Context: an optimization exercise on an open-source flow, tuned for small area and few clock cycles per item. The choices shown serve that exercise and are no tape-out recipe. Only simulation tests tie the RTL to the original design; equivalence was not proved. Power is estimated from default activity; no workload was simulated.

==> flow/design.v <==
module lse_add_pipe (
   input  logic        clk,
   input  logic        rst_n,
   input  logic        in_valid,
   output logic        in_ready,
   input  logic [23:0] in_a,
   input  logic [23:0] in_b,
   input  logic [1:0]  in_mode,
   output logic        out_valid,
   input  logic        out_ready,
   output logic [23:0] out_result,
   input  logic        lut_we,
   input  logic [6:0]  lut_addr,
   input  logic [9:0]  lut_wdata,
   output logic [31:0] stat_ops,
   output logic [31:0] stat_sat
);
   localparam logic [23:0] NEG_INF = 24'h800000;
   logic [24:0] w_diff;
   logic        w_a_ninf, w_b_ninf, w_full, w_small, w_cor_en, w_pick_full;
   logic [6:0]  w_idx;
   logic [3:0]  w_pick6, w_pick;
   logic [1:0]  w_pick12;
   logic [23:0] w_sel;
   assign w_diff   = {in_a[23], in_a} - {in_b[23], in_b};
   assign w_a_ninf = (in_a == NEG_INF);
   assign w_b_ninf = (in_b == NEG_INF);
   assign w_full   = (in_mode == 2'b00) || (in_mode == 2'b11);
   assign w_small  = (w_diff[24:7] == '0) || ((w_diff[24:7] == '1) && (w_diff[6:0] != '0));
   assign w_idx    = w_diff[24] ? 7'(-w_diff[6:0]) : w_diff[6:0];
   assign w_cor_en = w_full && !w_a_ninf && !w_b_ninf && w_small;
   assign w_pick_full = w_a_ninf ? 1'b1 : w_b_ninf ? 1'b0 : w_diff[24];
   logic [7:0]  w_ohi;
   logic [15:0] w_olo;
   assign w_ohi = w_cor_en ? 8'(1) << w_idx[6:4] : '0;
   assign w_olo = 16'(1) << w_idx[3:0];
   always_comb begin
      for (int l = 0; l < 4; l++) begin
         if (in_a[l*6 +: 6] == 6'h20)      w_pick6[l] = 1'b1;
         else if (in_b[l*6 +: 6] == 6'h20) w_pick6[l] = 1'b0;
         else w_pick6[l] = !($signed(in_a[l*6 +: 6]) > $signed(in_b[l*6 +: 6]));
      end
      for (int l = 0; l < 2; l++) begin
         if (in_a[l*12 +: 12] == 12'h800)      w_pick12[l] = 1'b1;
         else if (in_b[l*12 +: 12] == 12'h800) w_pick12[l] = 1'b0;
         else w_pick12[l] = !($signed(in_a[l*12 +: 12]) > $signed(in_b[l*12 +: 12]));
      end
      case (in_mode)
         2'b01:   w_pick = w_pick6;
         2'b10:   w_pick = {w_pick12[1], w_pick12[1], w_pick12[0], w_pick12[0]};
         default: w_pick = {4{w_pick_full}};
      endcase
      for (int c = 0; c < 4; c++) w_sel[c*6 +: 6] = w_pick[c] ? in_b[c*6 +: 6] : in_a[c*6 +: 6];
   end
   logic r_vld1, r_vld2;
   logic w_s2_load, w_s1_load;
   assign w_s2_load = !r_vld2 || out_ready;
   assign w_s1_load = !r_vld1 || w_s2_load;
   assign in_ready  = w_s1_load;
   assign out_valid = r_vld2;
   always_ff @(posedge clk or negedge rst_n) begin
      if (!rst_n) begin
         r_vld1 <= 1'b0;
         r_vld2 <= 1'b0;
      end else begin
         if (w_s1_load) r_vld1 <= in_valid;
         if (w_s2_load) r_vld2 <= r_vld1;
      end
   end
   logic [23:0] r_sel1;
   logic [7:0]  r_ohi;
   logic [15:0] r_olo;
   logic        r_cor_en;
   always_ff @(posedge clk) begin
      if (w_s1_load && in_valid) begin
         r_sel1   <= w_sel;
         r_ohi    <= w_ohi;
         r_olo    <= w_olo;
         r_cor_en <= w_cor_en;
      end
   end
   logic         r_g, r_clr;
   logic [9:0]   r_q [128];
   logic [127:0] w_w, w_wn;
   logic [9:0]   w_c;
   always_ff @(posedge clk or negedge rst_n) begin
      if (!rst_n) r_g <= 1'b1;
      else        r_g <= !r_g;
   end
   always_ff @(posedge clk or negedge rst_n) begin
      if (!rst_n) r_clr <= 1'b1;
      else        r_clr <= 1'b0;
   end
   logic [7:0]  w_whi, w_ahi;
   logic [15:0] w_wlo, w_alo;
   always_comb begin
      for (int i = 0; i < 8; i++) begin
         w_ahi[i] = (lut_addr[6:4] == 3'(i));
         w_whi[i] = r_clr || (lut_we && w_ahi[i]);
      end
      for (int i = 0; i < 16; i++) begin
         w_alo[i] = (lut_addr[3:0] == 4'(i));
         w_wlo[i] = r_clr || w_alo[i];
      end
      for (int k = 0; k < 128; k++) begin
         w_w[k]  = w_whi[k/16] && w_wlo[k%16];
         w_wn[k] = !(w_ahi[k/16] && w_alo[k%16]);
      end
      for (int j = 0; j < 10; j++)
         w_c[j] = r_clr ? r_g : lut_we ? (lut_wdata[j] ^ r_g) : 1'b1;
   end
   always_ff @(posedge clk) begin
      for (int k = 0; k < 128; k++)
         for (int j = 0; j < 10; j++)
            r_q[k][j] <= !((w_w[k] || r_q[k][j]) && (w_wn[k] || w_c[j]));
   end
   logic [4:0] w_gn [8][10];    
   logic [9:0] w_grp [8];
   logic [1:0] w_hn [10];       
   logic [9:0] w_or, w_corr;
   for (genvar i = 0; i < 8; i++) begin : g_grp
      for (genvar b = 0; b < 10; b++) begin : g_bit
         for (genvar t = 0; t < 5; t++) begin : g_t3
            lse_aoi222 u_t (
               .a0(r_olo[3*t]),   .b0(r_q[i*16 + 3*t][b]),
               .a1(r_olo[3*t+1]), .b1(r_q[i*16 + 3*t + 1][b]),
               .a2(r_olo[3*t+2]), .b2(r_q[i*16 + 3*t + 2][b]),
               .y(w_gn[i][b][t]));
         end
         assign w_grp[i][b] = !(&w_gn[i][b]) || (r_olo[15] && r_q[i*16 + 15][b]);
      end
   end
   for (genvar b = 0; b < 10; b++) begin : g_hsel
      for (genvar t = 0; t < 2; t++) begin : g_t3
         lse_aoi222 u_t (
            .a0(r_ohi[3*t]),   .b0(w_grp[3*t][b]),
            .a1(r_ohi[3*t+1]), .b1(w_grp[3*t+1][b]),
            .a2(r_ohi[3*t+2]), .b2(w_grp[3*t+2][b]),
            .y(w_hn[b][t]));
      end
      assign w_or[b] = !(&w_hn[b]) || (r_ohi[6] && w_grp[6][b]) || (r_ohi[7] && w_grp[7][b]);
   end
   assign w_corr = w_or ^ {10{r_g & r_cor_en}};
   logic [10:0] w_lo;
   logic [9:0] w_p, w_g [5], w_pp [5];
   assign w_p     = r_sel1[9:0] ^ w_corr;
   assign w_g[0]  = r_sel1[9:0] & w_corr;
   assign w_pp[0] = w_p;
   for (genvar l = 0; l < 4; l++) begin : g_pfx
      localparam int S = 1 << l;
      for (genvar i = 0; i < 10; i++) begin : g_b
         if (i >= S) begin : g_op
            lse_pg u_pg (.gh(w_g[l][i]), .ph(w_pp[l][i]), .gl(w_g[l][i-S]), .pl(w_pp[l][i-S]),
                         .go(w_g[l+1][i]), .po(w_pp[l+1][i]));
         end else begin : g_pass
            assign w_g[l+1][i]  = w_g[l][i];
            assign w_pp[l+1][i] = w_pp[l][i];
         end
      end
   end
   assign w_lo = {w_g[4][9], w_p ^ {w_g[4][8:0], 1'b0}};
   logic [13:0] r_hi;
   logic [9:0]  r_lo;
   logic        r_c10;
   always_ff @(posedge clk) begin
      if (w_s2_load && r_vld1) begin
         r_hi  <= r_sel1[23:10];
         r_lo  <= w_lo[9:0];
         r_c10 <= w_lo[10];
      end
   end
   logic [13:0] w_hi;
   logic        w_sat;
   assign w_sat      = r_c10 && !r_hi[13] && (&r_hi[12:0]);
   assign w_hi       = r_c10 ? r_hi + 1'b1 : r_hi;
   assign out_result = w_sat ? 24'h7FFFFF : {w_hi, r_lo};
   logic [31:0] r_ops, r_nsat;
   always_ff @(posedge clk or negedge rst_n) begin
      if (!rst_n) begin
         r_ops  <= '0;
         r_nsat <= '0;
      end else if (r_vld2 && out_ready) begin
         r_ops <= r_ops + 1'b1;
         if (w_sat) r_nsat <= r_nsat + 1'b1;
      end
   end
   assign stat_ops = r_ops;
   assign stat_sat = r_nsat;
endmodule
module lse_aoi222 (
   input  logic a0, b0, a1, b1, a2, b2,
   output logic y
);
   assign y = !((a0 && b0) || (a1 && b1) || (a2 && b2));
endmodule
module lse_pg (
   input  logic gh, ph, gl, pl,
   output logic go, po
);
   assign go = gh || (ph && gl);
   assign po = ph && pl;
endmodule
module lse_add_top (
   input  logic        clk,
   input  logic        rst_n,
   input  logic        in_valid,
   output logic        in_ready,
   input  logic [23:0] in_a,
   input  logic [23:0] in_b,
   input  logic [1:0]  in_mode,
   output logic        out_valid,
   input  logic        out_ready,
   output logic [23:0] out_result,
   input  logic        lut_we,
   input  logic [6:0]  lut_addr,
   input  logic [9:0]  lut_wdata,
   output logic [31:0] stat_ops,
   output logic [31:0] stat_sat
);
   lse_add_pipe u_pipe (
      .clk(clk), .rst_n(rst_n),
      .in_valid(in_valid), .in_ready(in_ready), .in_a(in_a), .in_b(in_b), .in_mode(in_mode),
      .out_valid(out_valid), .out_ready(out_ready), .out_result(out_result),
      .lut_we(lut_we), .lut_addr(lut_addr), .lut_wdata(lut_wdata),
      .stat_ops(stat_ops), .stat_sat(stat_sat)
   );
endmodule
Settings: LEC_CHECK=0, CAP_MARGIN=5, CORE_MARGIN=2, CORE_UTILIZATION=55, CTS_BUF_LIST=sky130_fd_sc_hd__clkbuf_8, CTS_CLUSTER_DIAMETER=45, CTS_CLUSTER_SIZE=18, SLEW_MARGIN=5, SYNTH_HIERARCHICAL=1, SYNTH_MINIMUM_KEEP_SIZE=0; clock period 5.0 ns.
standard.sh (not shown) runs the stock make flow with config.mk's settings and CLKGATE_MAP_FILE= SYNTH_SCRIPT=/design/flow/synth_recipe.tcl, a recipe that flattens the netlist after the stock synthesis.
==> flow/flow/run.sh <==
#!/bin/bash
# The standard ORFS layout (standard.sh), with two placement/CTS arguments changed:
#  - port buffers use the smallest buffer cell (repair_design still resizes them as needed);
#  - clock tree: clkbuf_8 sink clusters and no dummy loads.
# Every ORFS step keeps its own log under orfs/logs; the make output goes to standard.log.
set -euo pipefail
export BUFFER_PORTS_ARGS="-buffer_cell sky130_fd_sc_hd__buf_1"
export CTS_ARGS="-sink_clustering_enable -repair_clock_nets -sink_clustering_size 18 -sink_clustering_max_diameter 45 -buf_list sky130_fd_sc_hd__clkbuf_8 -dont_use_dummy_load"
bash standard.sh > standard.log 2>&1
Testbench counts at the start, summed over its fixed seeds: cycles 16,016, items 16,000.
Rerun with:
- CAP_MARGIN: 5 -> 10
- CORE_UTILIZATION: 55 -> 52
- SLEW_MARGIN: 5 -> 10
Result: Setup slack is worse by 0.19 ns. Clock power is about the same. Combinational power rises slightly. Die area rises by a few percent.

[re-timing with driven ports]
In the flow no input, the clock included, has a driving cell. The finished layouts below were timed again as built, in two steps. Step 1: set_driving_cell puts a clkbuf_16 on clk and a buf_2 on each other input, an assumption about the parent block. Step 2 times the ports against the registers' clock, not the clock port: input delays grow and output delays shrink by t, the midpoint of the rising clock arrivals with the driver on. a / b / c = ideal / step 1 / step 2; a / b = the first two.
run	t (ns)	setup WS [ns]	hold WS [ns]	clock arrival spread, ns	slew at the worst register clock pin (ns)
the first run	0.892	0.321 / 0.321 / 0.321	0.369 / 0.324 / 0.427	0.108 / 0.108	0.11 / 0.11
the second run	0.910	0.130 / 0.130 / 0.130	0.290 / 0.246 / 0.418	0.093 / 0.093	0.11 / 0.11
After both steps setup and hold are still met in every run listed.
